This design comes from an exercise in tuning for small area, a short achievable clock period and few clock cycles per item on the open sky130 flow, not from production work. Where RTL was checked, it was by simulation tests only, not by an equivalence proof against the original.

==> inputs of run a <==
## pow_stream
module pow_stream #(
  parameter int DATA_W = 32,
  parameter int EXP_W  = 3,
  parameter int ID_W   = 1
) (
  input  logic              clk,
  input  logic              aresetn,
  input  logic              s_tvalid,
  output logic              s_tready,
  input  logic [DATA_W-1:0] s_tdata,
  input  logic [EXP_W-1:0]  s_texp,
  input  logic [ID_W-1:0]   s_tid,
  input  logic              s_tlast,
  output logic              m_tvalid,
  input  logic              m_tready,
  output logic [DATA_W-1:0] m_tdata,
  output logic [ID_W-1:0]   m_tid,
  output logic              m_tlast,
  output logic              m_tovf
);
Settings: LEC_CHECK=0, CAP_MARGIN=20, CORE_MARGIN=2, CORE_UTILIZATION=40, SETUP_SLACK_MARGIN=1.0, SLEW_MARGIN=20; clock period 7.6 ns.
run.sh (not shown) runs the stock make flow with config.mk's settings and CLKGATE_MAP_FILE= SYNTH_SCRIPT=/design/flow/synth_recipe.tcl, a recipe that flattens the netlist after the stock synthesis.
==> inputs of run b, as changes to run a <==
Settings changed: ABC_AREA from default to 1, SETUP_SLACK_MARGIN 1.0 to default.
==> run summary <==
metric                                                               run b           run a
Run status                                no timing/DRC/antenna violations  no timing/DRC/antenna violations
Period minus WS final                                              7.29 ns         7.11 ns
Syn-to-layout area delta                                             12.6%           22.3%
Starting density of the core                                         40.5%           40.7%
Final standard cell area without fillers                         22300 µm²       24500 µm²
Core region area                                                 49000 µm²       49200 µm²
Sequential area share after synthesis                                16.3%           16.2%
Depth of the most critical reg-to-reg path                              31              24
Source of the worst hold timing path                      r_last$_DFFE_PP_  r_id$_DFFE_PP_
Clock skew after layout                                          0.0155 ns      0.00648 ns
Placed cell areas                                                21900 µm²       21800 µm²
Share of layout cells above drive strength 1                         6.83%           21.6%
Fillcell total                                                        4838            4399
Wire length on met3                                                7550 µm         7550 µm
Total number of cells along the worst setup path                        31              24
Syn Std Cell Area                                                19800 µm²       20000 µm²
Die height                                                          227 µm          228 µm
Vias in the first global route                                       17800           17000
Stage delay of the slowest cell on the critical path               0.63 ns         0.56 ns
Post-CTS Repair Setup Buffers                                            0              84
Worst-path maximum fanout                                               36               5
No run of this note included a check of the RTL's function; only the layout flow was run.

* * *

==> inputs of lagoon <==
Another version of the RTL of pow_stream (not shown whole).
==> flow/design.v (excerpt) <==
module pow_stream #(
  parameter int DATA_W = 32,
  parameter int EXP_W  = 3,
  parameter int ID_W   = 1
) (
  input  logic              clk,
  input  logic              aresetn,
  input  logic              s_tvalid,
  output logic              s_tready,
  input  logic [DATA_W-1:0] s_tdata,
  input  logic [EXP_W-1:0]  s_texp,
  input  logic [ID_W-1:0]   s_tid,
  input  logic              s_tlast,
  output logic              m_tvalid,
  input  logic              m_tready,
  output logic [DATA_W-1:0] m_tdata,
  output logic [ID_W-1:0]   m_tid,
  output logic              m_tlast,
  output logic              m_tovf
);
Settings: LEC_CHECK=0, CAP_MARGIN=20, CORE_MARGIN=2, CORE_UTILIZATION=40, SETUP_SLACK_MARGIN=3.0, SLEW_MARGIN=20, TNS_END_PERCENT=0; clock period 7.6 ns.
==> inputs of sierra, as changes to lagoon <==
- SETUP_SLACK_MARGIN: 3.0 -> 3.5
==> comparison table <==
| item | sierra | lagoon |
|---|---|---|
| Storage element area | 7010 um^2 | 6890 um^2 |
| R2r setup slk | 3.44 ns | 3.00 ns |
| Flip-flop and latch share of the layout cell area | 24.8% | 25.9% |
| Global-route met1 utilization | 37.0% | 36.3% |
| Placement-stage cell area | 24900 um^2 | 25000 um^2 |
| Pin slew with the least headroom to its limit | 1.07 ns | 1.07 ns |
| Post-placement cell count | 3163 | 3173 |
| Outcome | no timing/DRC/antenna violations | no timing/DRC/antenna violations |
| Routed wire length on met2 | 40000 um | 38900 um |
| Hold worst-path end | c_x[26]$_DFF_P_ | c_id$_DFF_P_ |
| Critical path startpoint | a_enc[8]$_DFF_P_ | a_enc[24]$_DFF_P_ |
| Critical path's largest stage delay | 0.58 ns | 0.57 ns |
| Via count | 21765 | 21294 |
| Final Core Density | 47.9% | 45.0% |
| M1 WL | 35100 um | 34100 um |
| Crit Path Max Fanout | 6 | 16 |
| Number of signal-net buffers in the layout | 273 | 170 |
Function was not checked in any run of this note: the RTL went through the layout flow alone.

* * *

==> run H <==
Another version of the RTL of pow_stream (not shown whole).
## pow_stream
module pow_stream #(
  parameter int DATA_W = 32,
  parameter int EXP_W  = 3,
  parameter int ID_W   = 1
) (
  input  logic              clk,
  input  logic              aresetn,
  input  logic              s_tvalid,
  output logic              s_tready,
  input  logic [DATA_W-1:0] s_tdata,
  input  logic [EXP_W-1:0]  s_texp,
  input  logic [ID_W-1:0]   s_tid,
  input  logic              s_tlast,
  output logic              m_tvalid,
  input  logic              m_tready,
  output logic [DATA_W-1:0] m_tdata,
  output logic [ID_W-1:0]   m_tid,
  output logic              m_tlast,
  output logic              m_tovf
);
  localparam int ND = DATA_W / 2;    
  function automatic logic [3*ND-1:0] booth_enc(input logic [DATA_W-1:0] b);
    logic [DATA_W:0] bb;
    logic [ND-1:0]   one, two, neg;
    bb = {b, 1'b0};
    for (int k = 0; k < ND; k++) begin
      one[k] = bb[2*k+1] ^ bb[2*k];
      two[k] = (bb[2*k+2] & ~bb[2*k+1] & ~bb[2*k]) | (~bb[2*k+2] & bb[2*k+1] & bb[2*k]);
      neg[k] = bb[2*k+2] & ~(bb[2*k+1] & bb[2*k]);
    end
    booth_enc = {neg, two, one};
  endfunction
  localparam logic [3*ND-1:0] ENC_ONE = {{ND{1'b0}}, {ND{1'b0}}, {{(ND-1){1'b0}}, 1'b1}};
  logic              a_v;
  logic [3*ND-1:0]   a_enc;     
  logic [DATA_W-1:0] a_mc;      
  logic [DATA_W-1:0] a_x;       
  logic [1:0]        a_ops;     
  logic [2:0]        a_sel;     
  logic [1:0]        a_tk;
  logic [ID_W-1:0]   a_id;
  logic              a_last;
  logic              c_v;
  logic [DATA_W-1:0] c_s0, c_s1;  
  logic [1:0]        c_t;         
  logic [DATA_W-1:0] c_x;
  logic [1:0]        c_ops;
  logic [2:0]        c_sel;
  logic [1:0]        c_tk;
  logic [ID_W-1:0]   c_id;
  logic              c_last;
  logic              h_v;
  logic [DATA_W-1:0] h_data;
  logic [1:0]        h_tk;
  logic [ID_W-1:0]   h_id;
  ...
make LEC_CHECK=0 CAP_MARGIN=20 CORE_MARGIN=2 CORE_UTILIZATION=40 SETUP_SLACK_MARGIN=3.5 SLEW_MARGIN=20 TNS_END_PERCENT=0 finish   # period 7.6 ns
==> run E: changes against run H <==
Settings changed: CORE_UTILIZATION 40 to 30, SETUP_SLACK_MARGIN 3.5 to 4.5.
==> run P: changes against run H <==
Settings changed: SETUP_SLACK_MARGIN 3.5 to 5.0.
==> run C: changes against run H <==
--- a/flow/design.v
+++ b/flow/design.v
@@ -44,21 +44,21 @@
   logic [DATA_W-1:0] c_s0, c_s1;  
   logic [1:0]        c_t;         
   logic [DATA_W-1:0] c_x;
   logic [1:0]        c_ops;
   logic [2:0]        c_sel;
   logic [1:0]        c_tk;
   logic [ID_W-1:0]   c_id;
   logic              c_last;
-  logic              h_v;
-  logic [DATA_W-1:0] h_data;
-  logic [1:0]        h_tk;
-  logic [ID_W-1:0]   h_id;
-  logic              h_last;
+  logic              h_v    [2];
+  logic [DATA_W-1:0] h_data [2];
+  logic [1:0]        h_tk   [2];
+  logic [ID_W-1:0]   h_id   [2];
+  logic              h_last [2];
   logic              o_v;
   logic [DATA_W-1:0] o_data;
   logic [ID_W-1:0]   o_id;
   logic              o_last;
   logic [1:0]        t_in, t_out;
   logic [ND-1:0]     mm_one, mm_two, mm_neg;
   logic [DATA_W-1:0] mm_a, mm_r0, mm_r1, mm_s0, mm_s1, mm_y;
   logic [1:0]        mm_t, mm_st;   
@@ -3125,62 +3125,69 @@
   assign mm_n1525 = mm_n1334 ^ mm_n1486;
   assign mm_n1526 = mm_n1335 ^ mm_n1488;
   assign mm_n1527 = mm_n1336 ^ mm_n1490;
   assign mm_n1528 = mm_n1337 ^ mm_n1492;
   assign mm_n1529 = mm_n1338 ^ mm_n1494;
   assign mm_n1530 = mm_n1339 ^ mm_n1496;
   assign mm_n1531 = mm_n1530 ^ (^mm_st);
   assign mm_y = {mm_n1531, mm_n1529, mm_n1528, mm_n1527, mm_n1526, mm_n1525, mm_n1524, mm_n1523, mm_n1522, mm_n1521, mm_n1520, mm_n1519, mm_n1518, mm_n1517, mm_n1516, mm_n1515, mm_n1514, mm_n1513, mm_n1512, mm_n1511, mm_n1510, mm_n1509, mm_n1508, mm_n1507, mm_n1506, mm_n1505, mm_n1504, mm_n1503, mm_n1502, mm_n1501, mm_n1500, mm_n1308};
-  logic              w_o_free, w_fin, w_c_to_o, w_h_to_o, w_c_to_h, w_c_nop, w_take;
+  logic              w_o_free, w_fin, w_c_to_o, w_c_to_h, w_c_nop, w_take;
+  logic [1:0]        w_h_to_o, w_c_to_hi;
   logic [DATA_W-1:0] w_prod;
   logic [1:0]        w_ops;
   logic [2:0]        w_sel;
   assign mm_one = a_enc[ND-1:0];
   assign mm_two = a_enc[2*ND-1:ND];
   assign mm_neg = a_enc[3*ND-1:2*ND];
   assign mm_a   = a_mc;
   assign mm_s0  = c_s0;
   assign mm_s1  = c_s1;
   assign mm_st  = c_t;
   assign w_prod = mm_y;
   assign w_o_free = ~o_v | m_tready;
   assign w_fin    = c_v & (c_ops == 2'd0);
-  assign w_h_to_o = h_v & (h_tk == t_out) & w_o_free;
+  assign w_h_to_o[0] = h_v[0] & (h_tk[0] == t_out) & w_o_free;
+  assign w_h_to_o[1] = h_v[1] & (h_tk[1] == t_out) & w_o_free;
   assign w_c_to_o = w_fin & (c_tk == t_out) & w_o_free;
-  assign w_c_to_h = w_fin & ~w_c_to_o & ~h_v;
+  assign w_c_to_h = w_fin & ~w_c_to_o & ~(h_v[0] & h_v[1]);
+  assign w_c_to_hi[0] = w_c_to_h & ~h_v[0];
+  assign w_c_to_hi[1] = w_c_to_h & h_v[0];
   assign w_c_nop  = w_fin & ~w_c_to_o & ~w_c_to_h;
-  assign s_tready = aresetn & (~c_v | (w_fin & (~h_v | w_c_to_o)));
+  assign s_tready = aresetn & (~c_v | (w_fin & (~(h_v[0] & h_v[1]) | w_c_to_o)));
   assign w_take   = s_tvalid & s_tready;
   always_comb begin
     case (s_texp)
       3'd3:    begin w_ops = 2'd1; w_sel = 3'b001; end
       3'd4:    begin w_ops = 2'd1; w_sel = 3'b000; end
       3'd5:    begin w_ops = 2'd2; w_sel = 3'b010; end
       3'd6:    begin w_ops = 2'd2; w_sel = 3'b001; end
       3'd7:    begin w_ops = 2'd3; w_sel = 3'b101; end
       default: begin w_ops = 2'd0; w_sel = 3'b000; end
     endcase
   end
   always_ff @(posedge clk or negedge aresetn) begin
     if (!aresetn) begin
       a_v   <= 1'b0;
       c_v   <= 1'b0;
-      h_v   <= 1'b0;
+      h_v[0] <= 1'b0;
+      h_v[1] <= 1'b0;
       o_v   <= 1'b0;
       t_in  <= 2'd0;
       t_out <= 2'd0;
     end else begin
       c_v   <= a_v;
       a_v   <= (c_v & ~w_fin) | w_c_nop | w_take;
       if (w_take) t_in <= t_in + 2'd1;
-      if (w_c_to_o || w_h_to_o) t_out <= t_out + 2'd1;
-      if (w_c_to_h)      h_v <= 1'b1;
-      else if (w_h_to_o) h_v <= 1'b0;
-      if (w_c_to_o || w_h_to_o) o_v <= 1'b1;
+      if (w_c_to_o || (|w_h_to_o)) t_out <= t_out + 2'd1;
+      for (int i = 0; i < 2; i++) begin
+        if (w_c_to_hi[i])     h_v[i] <= 1'b1;
+        else if (w_h_to_o[i]) h_v[i] <= 1'b0;
+      end
+      if (w_c_to_o || (|w_h_to_o)) o_v <= 1'b1;
       else if (m_tready)        o_v <= 1'b0;
     end
   end
   always_ff @(posedge clk) begin
     c_s0   <= mm_r0;
     c_s1   <= mm_r1;
     c_t    <= mm_t;
     c_x    <= a_x;
@@ -3211,26 +3218,32 @@
       a_id   <= s_tid;
       a_last <= s_tlast;
     end else begin
       a_x    <= c_x;
       a_tk   <= c_tk;
       a_id   <= c_id;
       a_last <= c_last;
     end
-    if (w_c_to_h) begin
-      h_data <= w_prod;
-      h_tk   <= c_tk;
-      h_id   <= c_id;
-      h_last <= c_last;
+    for (int i = 0; i < 2; i++) begin
+      if (w_c_to_hi[i]) begin
+        h_data[i] <= w_prod;
+        h_tk[i]   <= c_tk;
+        h_id[i]   <= c_id;
+        h_last[i] <= c_last;
+      end
     end
-    if (w_h_to_o) begin
-      o_data <= h_data;
-      o_id   <= h_id;
-      o_last <= h_last;
+    if (w_h_to_o[0]) begin
+      o_data <= h_data[0];
+      o_id   <= h_id[0];
+      o_last <= h_last[0];
+    end else if (w_h_to_o[1]) begin
+      o_data <= h_data[1];
+      o_id   <= h_id[1];
+      o_last <= h_last[1];
     end else if (w_c_to_o) begin
       o_data <= w_prod;
       o_id   <= c_id;
       o_last <= c_last;
     end
   end
   assign m_tvalid = o_v;
   assign m_tdata  = o_data;
==> impl_metrics.env <==
export IMPL_grt_max_degree=71
export IMPL_layout_cells_most_common_list="nand2_1 (197), fa_1 (174), dfxtp_1 (174)"
export IMPL_cp_max_fo=7
export IMPL_grt_pass1_wl_um=114000
export IMPL_synth_edf_count=70
export IMPL_synthArstFlopShare_pct=2.62
export IMPL_inverters=147
export IMPL_final_util_pct=48.6
export IMPL_post_synth_top_area_fraction_pct=20.3
export IMPL_endpoint="c_s1[29]"
export IMPL_cp_end_kind="register"
export IMPL_status="no timing/DRC/antenna violations"
export IMPL_die_x_um=241
export IMPL_final_area_sq_mm=0.0269
export IMPL_n_fill_cell=4964
export IMPL_finalClockSkew_ps=21.0
export IMPL_rows=86
export IMPL_reg2reg_to="c_s1[29]"
-- figures above: run P

==> impl_metrics.env <==
export IMPL_cp_max_fo=6
export IMPL_rows=89
export IMPL_final_util_pct=47.1
export IMPL_cp_end_kind="register"
export IMPL_final_area_sq_mm=0.0279
export IMPL_grt_max_degree=74
export IMPL_finalClockSkew_ps=40.4
export IMPL_n_fill_cell=5398
export IMPL_synthArstFlopShare_pct=2.63
export IMPL_die_x_um=249
export IMPL_layout_cells_most_common_list="dfxtp_1 (195), xor2_1 (186), fa_1 (175)"
export IMPL_post_synth_top_area_fraction_pct=19.0
export IMPL_reg2reg_to="c_s1[30]"
export IMPL_synth_edf_count=106
export IMPL_status="no timing/DRC/antenna violations"
-- figures above: run C

==> impl_metrics.env <==
export IMPL_finalClockSkew_ps=20.1
export IMPL_grt_max_degree=71
export IMPL_synth_edf_count=70
export IMPL_synthArstFlopShare_pct=2.62
export IMPL_rows=100
export IMPL_cp_max_fo=6
export IMPL_cp_end_kind="register"
export IMPL_final_area_sq_mm=0.0270
export IMPL_n_fill_cell=7182
export IMPL_status="no timing/DRC/antenna violations"
export IMPL_layout_cells_most_common_list="nand2_1 (195), dfxtp_1 (178), fa_1 (170)"
export IMPL_post_synth_top_area_fraction_pct=20.3
export IMPL_die_x_um=277
export IMPL_final_util_pct=36.4
-- figures above: run E

==> impl_metrics.env <==
export IMPL_grt_max_degree=71
export IMPL_reg2reg_to="c_s1[30]"
export IMPL_status="no timing/DRC/antenna violations"
export IMPL_post_synth_top_area_fraction_pct=20.3
export IMPL_n_fill_cell=4934
export IMPL_endpoint="s_tready"
export IMPL_synth_edf_count=70
export IMPL_layout_cells_most_common_list="nand2_1 (196), fa_1 (177), dfxtp_1 (175)"
export IMPL_final_util_pct=48.5
export IMPL_die_x_um=241
export IMPL_finalClockSkew_ps=27.5
export IMPL_cp_end_kind="primary output"
-- figures above: run H

Testbench counts of run H, summed over its fixed seeds: cycles 18,241, items 8,000.
Testbench counts of run E, summed over its fixed seeds: cycles 18,241, items 8,000.
Testbench counts of run P, summed over its fixed seeds: cycles 18,241, items 8,000.
Only the layout flow was run in run C; the RTL was not checked for function there.

re-timing with driven ports:
No port has a modelled driver above. Below, the same layouts with a new extraction and two added sets of constraints. Step 1 (the two cells are an assumption about what drives the block):
set clk [get_ports {clk}]
set_driving_cell -lib_cell sky130_fd_sc_hd__clkbuf_16 $clk
set_driving_cell -lib_cell sky130_fd_sc_hd__buf_2 [delete_from_list [all_inputs] $clk]
Step 2, shift: input delay + t, output delay - t, t = (earliest + latest rising clock arrival at the registers) / 2. This alone moves slack from input paths to output paths. Slacks: ideal / step 1 / step 2; pairs: ideal / step 1.
run | t, ns | setup slack, ns | worst setup path after step 2 | clock arrival spread, ns | worst data-port slew with drivers (ns)
run a | 0.406 | 0.488 / 0.488 / 0.488 | register to register | 0.007 / 0.007 | 0.05
run b | 0.408 | 0.308 / 0.308 / 0.308 | register to register | 0.016 / 0.016 | 0.04
lagoon | 0.599 | 3.003 / 3.003 / 3.003 | register to register | 0.031 / 0.030 | 0.05
sierra | 0.620 | 3.438 / 3.438 / 3.100 | input to register | 0.020 / 0.020 | 0.06
run H | 0.619 | 3.454 / 3.438 / 3.354 | input to register | 0.029 / 0.029 | 0.05
run E | 0.611 | 3.563 / 3.540 / 3.074 | input to register | 0.020 / 0.020 | 0.07
run P | 0.613 | 3.549 / 3.549 / 3.270 | input to register | 0.021 / 0.021 | 0.06
run C | 0.615 | 3.433 / 3.422 / 3.090 | input to register | 0.041 / 0.041 | 0.08
After both steps every run listed still meets setup and hold. For run E, which loses most, drivers alone change the setup slack by -0.023 ns; drivers and shift together by -0.489 ns.
